From an optimization exercise on the open Yosys and OpenROAD flow, aimed at small area; shortcuts taken in it are not production practice.
The RTL was checked by simulation tests, not by an equivalence proof against the original design.
The clock port is modelled as an ideal driver; clocking choices that lean on that would not hold on a real chip.
Power and IR drop assume default switching activity.

==> flow/design.v (excerpt) <==
module ex_stage (
    input  logic                  iw_clk,
    input  logic                  iw_rst,
    input  logic                  instr_valid,
    input  logic [24-1:0] instr,     
    input  logic [24-1:0] pc,
    output logic [24+5:0] result,    
    output logic [24:0]   branch,    
    output logic [3:0]            flags      
);
Size in the first run: about 1,500 cells after synthesis, about 440 flip-flops, ~110 I/O pins, roughly 21,000 um^2 of cells after synthesis.
==> flow/config.mk <==
export PLATFORM = sky130hd
export DESIGN_NAME = ex_stage
export DESIGN_NICKNAME = ex_stage
export VERILOG_FILES = /design/flow/design.v
export SDC_FILE = /design/flow/constraint.sdc
export NUM_CORES = 4
export LEC_CHECK = 0
export CAP_MARGIN = 20
export CORE_MARGIN = 2
export CORE_UTILIZATION = 45
export GPL_TIMING_DRIVEN = 1
export SETUP_SLACK_MARGIN = 0.05
export SLEW_MARGIN = 20
export SYNTH_HIERARCHICAL = 1
==> flow/constraint.sdc <==
create_clock -name core_clock -period 8.0 [get_ports {iw_clk}]
set_input_delay 1.6000 -clock core_clock [delete_from_list [all_inputs] [get_ports {iw_clk}]]
set_output_delay 1.6000 -clock core_clock [all_outputs]
set_load 0.01 [all_outputs]
standard.sh (not shown) runs the stock make flow with config.mk's settings and CLKGATE_MAP_FILE= SYNTH_SCRIPT=/design/flow/synth_recipe.tcl, a recipe that flattens the netlist after the stock synthesis.
==> flow/flow/run.sh <==
#!/bin/bash
# Own layout flow: the standard flow (standard.sh, unchanged synthesis)
# with two changes to how the layout is made:
#  - port buffers are buf_1 instead of the default buffer cell,
#  - clock tree synthesis without dummy loads, with clkbuf_8 buffers and
#    sink clusters of up to 18 flip-flops.
# standard.sh's output goes to standard_flow.log here; ORFS keeps each
# step's own log under orfs/logs/.
set -euo pipefail
bash standard.sh \
  "BUFFER_PORTS_ARGS=-buffer_cell sky130_fd_sc_hd__buf_1" \
  "CTS_ARGS=-sink_clustering_enable -repair_clock_nets -buf_list sky130_fd_sc_hd__clkbuf_8 -sink_clustering_size 18 -sink_clustering_max_diameter 60 -dont_use_dummy_load" \
  finish > standard_flow.log 2>&1
Change:
--- a/flow/flow/run.sh
+++ b/flow/flow/run.sh
@@ -3 +3,3 @@
-# with two changes to how the layout is made:
+# with these changes to how the layout is made:
+#  - the buffers that synthesis (ABC) inserted are removed at floorplan,
+#    and placement's repair inserts the ones the layout needs,
@@ -6 +8,4 @@
-#    sink clusters of up to 18 flip-flops.
+#    sink clusters of up to 18 flip-flops,
+#  - after clock tree synthesis (flow/post_cts.tcl): power recovery
+#    (downsizing cells off the critical paths), then slew/capacitance and
+#    setup repair and placement legalization again.
@@ -12,0 +18,2 @@
+  "POST_CTS_TCL=$(pwd)/flow/post_cts.tcl" \
+  "REMOVE_ABC_BUFFERS=1" \
==> flow/flow/post_cts.tcl (new file) <==
# Downsize cells off the critical paths, then fix any slew or capacitance
# violation that creates, and legalize the placement again.
estimate_parasitics -placement
repair_timing -recover_power 100 -setup_margin $::env(SETUP_SLACK_MARGIN) -verbose
repair_design_helper
detailed_placement
estimate_parasitics -placement
repair_timing_helper -setup
detailed_placement
check_placement -verbose
Settings changed: GPL_TIMING_DRIVEN 1 to 0.
After rerunning:
- worst hold slack gets worse by 5.9 ps
- critical path depth increases by 1
- setup slack gets worse by 610 ps
Change:
==> flow/run.sh (new file) <==
#!/bin/bash
# synth_recipe.tcl (not shown) runs the flow's synth.tcl, then flattens the netlist and writes it again
# the make line also repeats each setting of config.mk as NAME=value (left out here)
make -C /OpenROAD-flow-scripts/flow DESIGN_CONFIG=/design/flow/config.mk WORK_HOME=/design/flow/orfs CLKGATE_MAP_FILE= SYNTH_SCRIPT=/design/flow/synth_recipe.tcl finish
Settings changed: CTS_BUF_LIST from default to sky130_fd_sc_hd__clkbuf_8, SETUP_SLACK_MARGIN 0.05 to 0.
removed: flow/flow/run.sh
removed: flow/flow/post_cts.tcl
removed: flow/standard.sh
The new run passed the timing, design-rule and antenna checks.
Worst setup slack gets worse by 35 ps.
Die area stays the same.
Global-route usage rises by 1.6 points.
Cell count rises by 6.3%.
Change:
==> flow/flow/run.sh (new file) <==
#!/bin/bash
# Own layout flow: the standard flow (standard.sh, unchanged synthesis)
# with these changes to how the layout is made:
#  - port buffers are buf_1 instead of the default buffer cell,
#  - clock tree synthesis without dummy loads, with clkbuf_8 buffers and
#    sink clusters of up to 18 flip-flops,
#  - after clock tree synthesis (flow/post_cts.tcl): power recovery
#    (downsizing cells off the critical paths), then slew/capacitance and
#    setup repair and placement legalization again.
# standard.sh's output goes to standard_flow.log here; ORFS keeps each
# step's own log under orfs/logs/.
set -euo pipefail
bash standard.sh \
  "BUFFER_PORTS_ARGS=-buffer_cell sky130_fd_sc_hd__buf_1" \
  "CTS_ARGS=-sink_clustering_enable -repair_clock_nets -buf_list sky130_fd_sc_hd__clkbuf_8 -sink_clustering_size 18 -sink_clustering_max_diameter 60 -dont_use_dummy_load" \
  "POST_CTS_TCL=$(pwd)/flow/post_cts.tcl" \
  finish > standard_flow.log 2>&1
==> flow/flow/post_cts.tcl (new file) <==
# Downsize cells off the critical paths, then fix any slew or capacitance
# violation that creates, and legalize the placement again.
estimate_parasitics -placement
repair_timing -recover_power 100 -setup_margin $::env(SETUP_SLACK_MARGIN) -verbose
repair_design_helper
detailed_placement
estimate_parasitics -placement
repair_timing_helper -setup
detailed_placement
check_placement -verbose
==> flow/standard.sh (new file) <==
#!/bin/bash
# synth_recipe.tcl (not shown) runs the flow's synth.tcl, then flattens the netlist and writes it again
# the make line also repeats each setting of config.mk as NAME=value (left out here)
make -C /OpenROAD-flow-scripts/flow DESIGN_CONFIG=/design/flow/config.mk WORK_HOME=/design/flow/orfs CLKGATE_MAP_FILE= SYNTH_SCRIPT=/design/flow/synth_recipe.tcl "${@:-finish}"
Settings changed: CTS_BUF_LIST sky130_fd_sc_hd__clkbuf_8 to default, SETUP_SLACK_MARGIN 0 to 0.05.
removed: flow/run.sh
Final area went down by 8.1%. Clock-buffer cell count came out lower by 48. Hold slack is about the same. Critical path depth rose by 1.
Change:
--- a/flow/flow/run.sh
+++ b/flow/flow/run.sh
@@ -3 +3 @@
-# with these changes to how the layout is made:
+# with two changes to how the layout is made:
@@ -6,4 +6 @@
-#    sink clusters of up to 18 flip-flops,
-#  - after clock tree synthesis (flow/post_cts.tcl): power recovery
-#    (downsizing cells off the critical paths), then slew/capacitance and
-#    setup repair and placement legalization again.
+#    sink clusters of up to 18 flip-flops.
@@ -16 +12,0 @@
-  "POST_CTS_TCL=$(pwd)/flow/post_cts.tcl" \
removed: flow/flow/post_cts.tcl
First-iteration DRC count climbs slightly.
Critical path depth drops by 1.
Wire length barely changes.
Sequential power hardly moves.
Via count climbs slightly.
Setup slack improved by 36 ps.
Flip-flop and latch count stays the same.

-- separate check: timing with driven ports --
Ports are ideal in the flow. The routed layouts listed here were re-timed in OpenROAD. Step 1 sets driving cells, clkbuf_16 on the clock port and buf_2 on the other inputs (assumed; they add their load-dependent delay and slew). Step 2, shift: input delay + t, output delay - t, t = (earliest + latest rising clock arrival at the registers) / 2. This alone moves slack from input paths to output paths. Three values: no drivers, after step 1, after step 2; two values: the first two.
run | t, ns | setup WS [ns] | worst data-port slew with drivers (ns)
the first run | 0.662 | 0.861 / 0.866 / 0.204 | 0.06
the second run | 0.619 | 0.248 / 0.277 / -0.342 | 0.04
the third run | 0.701 | 0.213 / 0.241 / -0.460 | 0.05
the fourth run | 0.643 | 0.296 / 0.325 / -0.318 | 0.05
the fifth run | 0.638 | 0.332 / 0.364 / -0.274 | 0.05
With both steps, setup timing fails in the second run, the third run, the fourth run and the fifth run, where it was met with ideal ports. The setup slack of the third run, which loses most, moves by +0.028 ns with the drivers and by -0.673 ns with both steps.
